Context: an optimization exercise on an open-source flow, tuned for small area, a short achievable clock period and few clock cycles per item. The choices shown serve that exercise and are no tape-out recipe. Function was checked by simulation only, so behaviour that the tests miss may differ from the original. Power figures rest on the tool's default switching activity, not on a simulated workload.

## sorted_priority_queue
module sorted_priority_queue #(
  parameter int DEPTH = 16
) (
  input  logic               clk,
  input  logic               rst_n,
  input  logic               in_valid,
  output logic               in_ready,
  input  logic [24:0]        in_data,
  output logic               out_valid,
  input  logic               out_ready,
  output logic [17:0]        out_data
);
Size in the first run: roughly 440 flip-flops, roughly 49 I/O pins.
export LEC_CHECK = 0
export CAP_MARGIN = 20
export CORE_MARGIN = 2
export CORE_UTILIZATION = 40
export SETUP_SLACK_MARGIN = 3.2
export SLEW_MARGIN = 20
export BUFFER_PORTS_ARGS = -buffer_cell sky130_fd_sc_hd__buf_2
export CTS_ARGS = -sink_clustering_enable -repair_clock_nets -dont_use_dummy_load -buf_list {sky130_fd_sc_hd__clkbuf_8 sky130_fd_sc_hd__clkbuf_16} -sink_clustering_size 24 -sink_clustering_max_diameter 90
create_clock -name core_clock -period 6.0 [get_ports {clk}]
standard.sh (not shown) runs the stock make flow with config.mk's settings and CLKGATE_MAP_FILE= SYNTH_SCRIPT=/design/flow/synth_recipe.tcl, a recipe that flattens the netlist after the stock synthesis.
==> flow/flow/run.sh <==
#!/bin/bash
set -euo pipefail
cat >> config.mk <<'EOS'
export BUFFER_PORTS_ARGS = -buffer_cell sky130_fd_sc_hd__buf_2
export CTS_ARGS = -sink_clustering_enable -repair_clock_nets -dont_use_dummy_load -buf_list {sky130_fd_sc_hd__clkbuf_8 sky130_fd_sc_hd__clkbuf_16} -sink_clustering_size 24 -sink_clustering_max_diameter 90
EOS
bash standard.sh > standard_flow.log 2>&1
Testbench counts at the start, summed over its fixed seeds: cycles 16,016, items 16,000.
Edit:
==> flow/run.sh (new file) <==
#!/bin/bash
# synth_recipe.tcl (not shown) runs the flow's synth.tcl, then flattens the netlist and writes it again
# the make line also repeats each setting of config.mk as NAME=value (left out here)
make -C /OpenROAD-flow-scripts/flow DESIGN_CONFIG=/design/flow/config.mk WORK_HOME=/design/flow/orfs CLKGATE_MAP_FILE= SYNTH_SCRIPT=/design/flow/synth_recipe.tcl finish
==> flow/config.mk (replaced) <==
export PLATFORM = sky130hd
export DESIGN_NAME = sorted_priority_queue
export DESIGN_NICKNAME = sorted_priority_queue
export VERILOG_FILES = /design/flow/design.v
export SDC_FILE = /design/flow/constraint.sdc
export NUM_CORES = 4
export LEC_CHECK = 0
export CAP_MARGIN = 20
export CORE_MARGIN = 2
export CORE_UTILIZATION = 40
export CTS_BUF_LIST = sky130_fd_sc_hd__clkbuf_4 sky130_fd_sc_hd__clkbuf_8
export SETUP_SLACK_MARGIN = 3.25
export SLEW_MARGIN = 20
removed: flow/flow/run.sh
removed: flow/standard.sh
Effect:
- core utilization went up by 3.1 points
- wire length went up by 0.87%
- global-route usage went up by 0.71 points
- final area went up by 6.8%
- setup slack barely changes
- via count climbs by 2.5%
Edit:
==> flow/flow/run.sh (new file) <==
#!/bin/bash
set -euo pipefail
cat >> config.mk <<'EOS'
export BUFFER_PORTS_ARGS = -buffer_cell sky130_fd_sc_hd__buf_2
export CTS_ARGS = -sink_clustering_enable -repair_clock_nets -dont_use_dummy_load -buf_list {sky130_fd_sc_hd__clkbuf_8 sky130_fd_sc_hd__clkbuf_16} -sink_clustering_size 30 -sink_clustering_max_diameter 100
EOS
bash standard.sh > standard_flow.log 2>&1
==> flow/standard.sh (new file) <==
#!/bin/bash
# synth_recipe.tcl (not shown) runs the flow's synth.tcl, then flattens the netlist and writes it again
# the make line also repeats each setting of config.mk as NAME=value (left out here)
make -C /OpenROAD-flow-scripts/flow DESIGN_CONFIG=/design/flow/config.mk WORK_HOME=/design/flow/orfs CLKGATE_MAP_FILE= SYNTH_SCRIPT=/design/flow/synth_recipe.tcl "${@:-finish}"
--- a/flow/config.mk
+++ b/flow/config.mk
@@ -10,4 +10,5 @@
 export CORE_UTILIZATION = 40
-export CTS_BUF_LIST = sky130_fd_sc_hd__clkbuf_4 sky130_fd_sc_hd__clkbuf_8
 export SETUP_SLACK_MARGIN = 3.25
 export SLEW_MARGIN = 20
+export BUFFER_PORTS_ARGS = -buffer_cell sky130_fd_sc_hd__buf_2
+export CTS_ARGS = -sink_clustering_enable -repair_clock_nets -dont_use_dummy_load -buf_list {sky130_fd_sc_hd__clkbuf_8 sky130_fd_sc_hd__clkbuf_16} -sink_clustering_size 30 -sink_clustering_max_diameter 100
removed: flow/run.sh
The changed run went through all stages and came out clean.
Cell area decreases by 7.2%.
Synthesized area is unchanged.
Hold slack degrades by 0.017 ns.
Synthesized cell count is unchanged.
Critical path depth stays the same.
Flip-flop and latch count does not change.
Wire length decreases by 1.9%.
Register-to-register slack improves by 0.08 ns.

---

The RTL this note starts from:
==> flow/design.v <==
package spq_pkg;
  localparam int TAG_W  = 16;
  localparam int PRIO_W = 8;
  localparam logic CMD_ENQ = 1'b0;
  localparam logic CMD_DEQ = 1'b1;
  typedef struct packed {
    logic              cmd;
    logic [TAG_W-1:0]  task_tag;
    logic [PRIO_W-1:0] prio;
  } in_word_t;
  typedef struct packed {
    logic [TAG_W-1:0] front_tag;
    logic             queue_empty;
    logic             overflow;
  } out_word_t;
  typedef struct packed {
    logic load_item;   
    logic exec;        
  } spq_cmd_t;
  typedef struct packed {
    logic full;
    logic empty;
  } spq_status_t;
endpackage
module spq_ctrl (
  input  logic               clk,
  input  logic               rst_n,
  input  logic               in_valid,
  output logic               in_ready,
  input  spq_pkg::in_word_t  in_data,
  output logic               out_valid,
  input  logic               out_ready,
  output logic               accept,
  output logic               exec,
  output spq_pkg::in_word_t  item
);
  spq_pkg::in_word_t item_r;
  logic              item_v_r;
  logic              out_valid_r;
  assign exec      = item_v_r && (!out_valid_r || out_ready);
  assign in_ready  = out_ready;
  assign accept    = in_valid && in_ready;
  assign out_valid = out_valid_r;
  assign item      = item_r;
  always_ff @(posedge clk) begin
    if (!rst_n) begin
      item_v_r    <= 1'b0;
      out_valid_r <= 1'b0;
    end else begin
      item_v_r <= accept || (item_v_r && !exec);
      if (exec) begin
        out_valid_r <= 1'b1;
      end else if (out_ready) begin
        out_valid_r <= 1'b0;
      end
    end
  end
  always_ff @(posedge clk) begin
    if (accept) begin
      item_r <= in_data;
    end
  end
endmodule
module spq_dp #(
  parameter int DEPTH = 16
) (
  input  logic               clk,
  input  logic               rst_n,
  input  logic               accept,     
  input  spq_pkg::in_word_t  in_data,
  input  logic               exec,       
  input  spq_pkg::in_word_t  item,
  output spq_pkg::out_word_t out_data
);
  logic [spq_pkg::TAG_W-1:0]  tags_r  [DEPTH];
  logic [spq_pkg::PRIO_W-1:0] prios_r [DEPTH];
  logic [DEPTH-1:0]           valid_r;
  logic [DEPTH-1:0]           gt_r;       
  logic                       ovf_r;
  logic [DEPTH-1:0]           above;      
  logic [DEPTH-1:0]           sel_new, sel_up;
  logic [DEPTH-1:0]           gt_in, gt_nxt;
  logic                       gt_in_item;
  logic                       is_enq, do_enq, do_deq;
  logic [spq_pkg::TAG_W-1:0]  front_r, second_tag;
  logic [DEPTH-2:0]           is_second;
  logic                       any_ahead;
  assign is_enq = (item.cmd == spq_pkg::CMD_ENQ);
  assign do_enq = exec && is_enq && !valid_r[DEPTH-1];
  assign do_deq = exec && !is_enq;
  function automatic logic prio_gt(input logic [spq_pkg::PRIO_W-1:0] a,
                                   input logic [spq_pkg::PRIO_W-1:0] b);
    logic gt;
    gt = 1'b0;
    for (int k = 0; k < spq_pkg::PRIO_W; k++) begin
      gt = (a[k] & ~b[k]) | (~(a[k] ^ b[k]) & gt);
    end
    prio_gt = gt;
  endfunction
  always_comb begin
    for (int i = 0; i < DEPTH; i++) begin
      above[i] = !valid_r[i] || gt_r[i];
    end
    for (int i = 0; i < DEPTH; i++) begin
      sel_up[i]  = do_enq && (i > 0) && above[(i > 0) ? i - 1 : 0];
      sel_new[i] = do_enq && above[i] && ((i == 0) || !above[(i > 0) ? i - 1 : 0]);
    end
  end
  for (genvar g = 0; g < DEPTH; g++) begin : g_cell
    localparam int GP = (g > 0) ? g - 1 : 0;
    logic keep;
    assign keep = !(sel_up[g] || sel_new[g]);
    always_ff @(posedge clk) begin
      tags_r[g]  <= ({spq_pkg::TAG_W{keep}}        & tags_r[g])
                  | ({spq_pkg::TAG_W{sel_up[g]}}   & tags_r[GP])
                  | ({spq_pkg::TAG_W{sel_new[g]}}  & item.task_tag);
      prios_r[g] <= ({spq_pkg::PRIO_W{keep}}       & prios_r[g])
                  | ({spq_pkg::PRIO_W{sel_up[g]}}  & prios_r[GP])
                  | ({spq_pkg::PRIO_W{sel_new[g]}} & item.prio);
    end
  end
  always_comb begin
    gt_in_item = prio_gt(item.prio, in_data.prio);
    for (int i = 0; i < DEPTH; i++) begin
      gt_in[i] = prio_gt(prios_r[i], in_data.prio);
    end
    for (int i = 0; i < DEPTH; i++) begin
      gt_nxt[i] = (!(sel_up[i] || sel_new[i]) && gt_in[i])
                | (sel_up[i] && gt_in[(i > 0) ? i - 1 : 0])
                | (sel_new[i] && gt_in_item);
    end
  end
  always_ff @(posedge clk) begin
    if (accept) begin
      gt_r <= gt_nxt;
    end
  end
  always_ff @(posedge clk) begin
    if (!rst_n) begin
      valid_r <= '0;
    end else if (do_enq) begin
      valid_r <= {valid_r[DEPTH-2:0], 1'b1};
    end else if (do_deq) begin
      valid_r <= {1'b0, valid_r[DEPTH-1:1]};
    end
  end
  always_ff @(posedge clk) begin
    if (exec) begin
      ovf_r <= is_enq && valid_r[DEPTH-1];
    end
  end
  always_comb begin
    any_ahead  = 1'b0;
    second_tag = '0;
    for (int i = 0; i < DEPTH; i++) begin
      any_ahead = any_ahead || (valid_r[i] && gt_r[i]);
    end
    for (int i = 0; i < DEPTH - 1; i++) begin
      is_second[i] = valid_r[i + 1] && ((i + 2 >= DEPTH) || !valid_r[(i + 2 < DEPTH) ? i + 2 : i]);
      second_tag   = second_tag | ({spq_pkg::TAG_W{is_second[i]}} & tags_r[i]);
    end
  end
  logic front_new, front_keep;
  assign front_new  = do_enq && !any_ahead;
  assign front_keep = !(front_new || do_deq);
  always_ff @(posedge clk) begin
    front_r <= ({spq_pkg::TAG_W{front_new}}  & item.task_tag)
             | ({spq_pkg::TAG_W{do_deq}}     & second_tag)
             | ({spq_pkg::TAG_W{front_keep}} & front_r);
  end
  assign out_data.front_tag   = front_r;
  assign out_data.queue_empty = !valid_r[0];
  assign out_data.overflow    = ovf_r;
endmodule
module sorted_priority_queue #(
  parameter int DEPTH = 16
) (
  input  logic               clk,
  input  logic               rst_n,
  input  logic               in_valid,
  output logic               in_ready,
  input  logic [24:0]        in_data,
  output logic               out_valid,
  input  logic               out_ready,
  output logic [17:0]        out_data
);
  spq_pkg::in_word_t  in_word;
  spq_pkg::in_word_t  item;
  spq_pkg::out_word_t out_word;
  logic               exec, accept;
  assign in_word  = in_data;
  assign out_data = out_word;
  spq_ctrl u_ctrl (
    .clk       (clk),
    .rst_n     (rst_n),
    .in_valid  (in_valid),
    .in_ready  (in_ready),
    .in_data   (in_word),
    .out_valid (out_valid),
    .out_ready (out_ready),
    .accept    (accept),
    .exec      (exec),
    .item      (item)
  );
  spq_dp #(
    .DEPTH (DEPTH)
  ) u_dp (
    .clk      (clk),
    .rst_n    (rst_n),
    .accept   (accept),
    .in_data  (in_word),
    .exec     (exec),
    .item     (item),
    .out_data (out_word)
  );
endmodule
export LEC_CHECK = 0
export CAP_MARGIN = 10
export CORE_MARGIN = 2
export CORE_UTILIZATION = 40
export PLACE_DENSITY = 0.75
export SETUP_SLACK_MARGIN = 3.3
export SLEW_MARGIN = 10
export BUFFER_PORTS_ARGS = -buffer_cell sky130_fd_sc_hd__buf_2
export CTS_ARGS = -sink_clustering_enable -repair_clock_nets -dont_use_dummy_load -buf_list {sky130_fd_sc_hd__clkbuf_4 sky130_fd_sc_hd__clkbuf_8}
create_clock -name core_clock -period 6.0 [get_ports {clk}]
==> flow/flow/run.sh <==
#!/bin/bash
set -euo pipefail
cat >> config.mk <<'EOS'
export BUFFER_PORTS_ARGS = -buffer_cell sky130_fd_sc_hd__buf_2
export CTS_ARGS = -sink_clustering_enable -repair_clock_nets -dont_use_dummy_load -buf_list {sky130_fd_sc_hd__clkbuf_4 sky130_fd_sc_hd__clkbuf_8}
EOS
bash standard.sh > standard_flow.log 2>&1
Testbench counts at the start, summed over its fixed seeds: cycles 16,016, items 16,000.
Rerun with:
==> flow/flow/run.sh (replaced) <==
#!/bin/bash
set -euo pipefail
cat >> config.mk <<'EOS'
export BUFFER_PORTS_ARGS = -buffer_cell sky130_fd_sc_hd__buf_2
export CTS_ARGS = -sink_clustering_enable -repair_clock_nets -dont_use_dummy_load -buf_list {sky130_fd_sc_hd__clkbuf_8 sky130_fd_sc_hd__clkbuf_16} -sink_clustering_size 20 -sink_clustering_max_diameter 80
EOS
bash standard.sh > standard_flow.log 2>&1
CAP_MARGIN = 20   (was 10)
CTS_ARGS = -sink_clustering_enable -repair_clock_nets -dont_use_dummy_load -buf_list {sky130_fd_sc_hd__clkbuf_8 sky130_fd_sc_hd__clkbuf_16} -sink_clustering_size 20 -sink_clustering_max_diameter 80   (was -sink_clustering_enable -repair_clock_nets -dont_use_dummy_load -buf_list {sky130_fd_sc_hd__clkbuf_4 sky130_fd_sc_hd__clkbuf_8})
PLACE_DENSITY = not set   (was 0.75)
SETUP_SLACK_MARGIN = 3.45   (was 3.3)
SLEW_MARGIN = 20   (was 10)
=> The new run finished with timing, DRC and antenna clean; setup slack got worse by 30 ps; via count goes down by 2.2%; first-iteration DRC count decreases by 10%; wire length rose by 4.8%; die area is unchanged; worst hold slack is better by 27 ps; flip-flop and latch count is unchanged; power drops by 4.4%.
Rerun with:
SETUP_SLACK_MARGIN = 3.3   (was 3.45)
What happened:
- clock-buffer cell count is unchanged
- total power goes down by 1.2%
- synthesized area is unchanged
- core utilization drops by 1.2 points
- setup slack gets better by 7.7 ps
Rerun with:
CAP_MARGIN = 10   (was 20)
PLACE_DENSITY = 0.75   (was not set)
SETUP_SLACK_MARGIN = 3.25   (was 3.3)
SLEW_MARGIN = 10   (was 20)
The new run completed with no timing, DRC or antenna violations.
Clock skew rose by 27 ps.
Global-route usage fell by 1.0 points.
Area after synthesis does not change.
Total power fell by 1.6%.
Utilization fell by 0.73 points.

==> re-timing with driven ports <==
No port has a modelled driver above. Below, the same layouts with a new extraction and two added sets of constraints.
Step 1: set_driving_cell puts a clkbuf_16 on clk and a buf_2 on each other input, an assumption about the parent block.
Step 2 times the ports against the registers' clock, not the clock port: input delays grow and output delays shrink by t, the midpoint of the rising clock arrivals with the driver on.
a / b / c = no drivers / after step 1 / after step 2; a / b = the first two.
run	shift t [ns]	slack for setup (ns)	hold WS [ns]	worst register clock-pin slew, ns
the first run of note 1	0.623	3.164 / 3.131 / 2.636	0.431 / 0.431 / 0.431	0.10 / 0.10
the second run of note 1	0.718	3.165 / 3.131 / 2.544	0.446 / 0.446 / 0.446	0.07 / 0.07
the third run of note 1	0.611	3.164 / 3.131 / 2.650	0.429 / 0.429 / 0.429	0.12 / 0.12
the first run of note 2	0.686	3.299 / 3.293 / 2.646	0.420 / 0.420 / 0.420	0.07 / 0.07
the second run of note 2	0.645	3.269 / 3.280 / 2.635	0.446 / 0.446 / 0.446	0.09 / 0.09
the third run of note 2	0.632	3.277 / 3.319 / 2.687	0.409 / 0.409 / 0.409	0.09 / 0.09
the fourth run of note 2	0.621	3.183 / 3.213 / 2.592	0.427 / 0.427 / 0.427	0.09 / 0.09
After both steps every run listed still meets setup and hold. The setup slack of the first run of note 2, which loses most, moves by -0.006 ns with the drivers and by -0.653 ns with both steps.
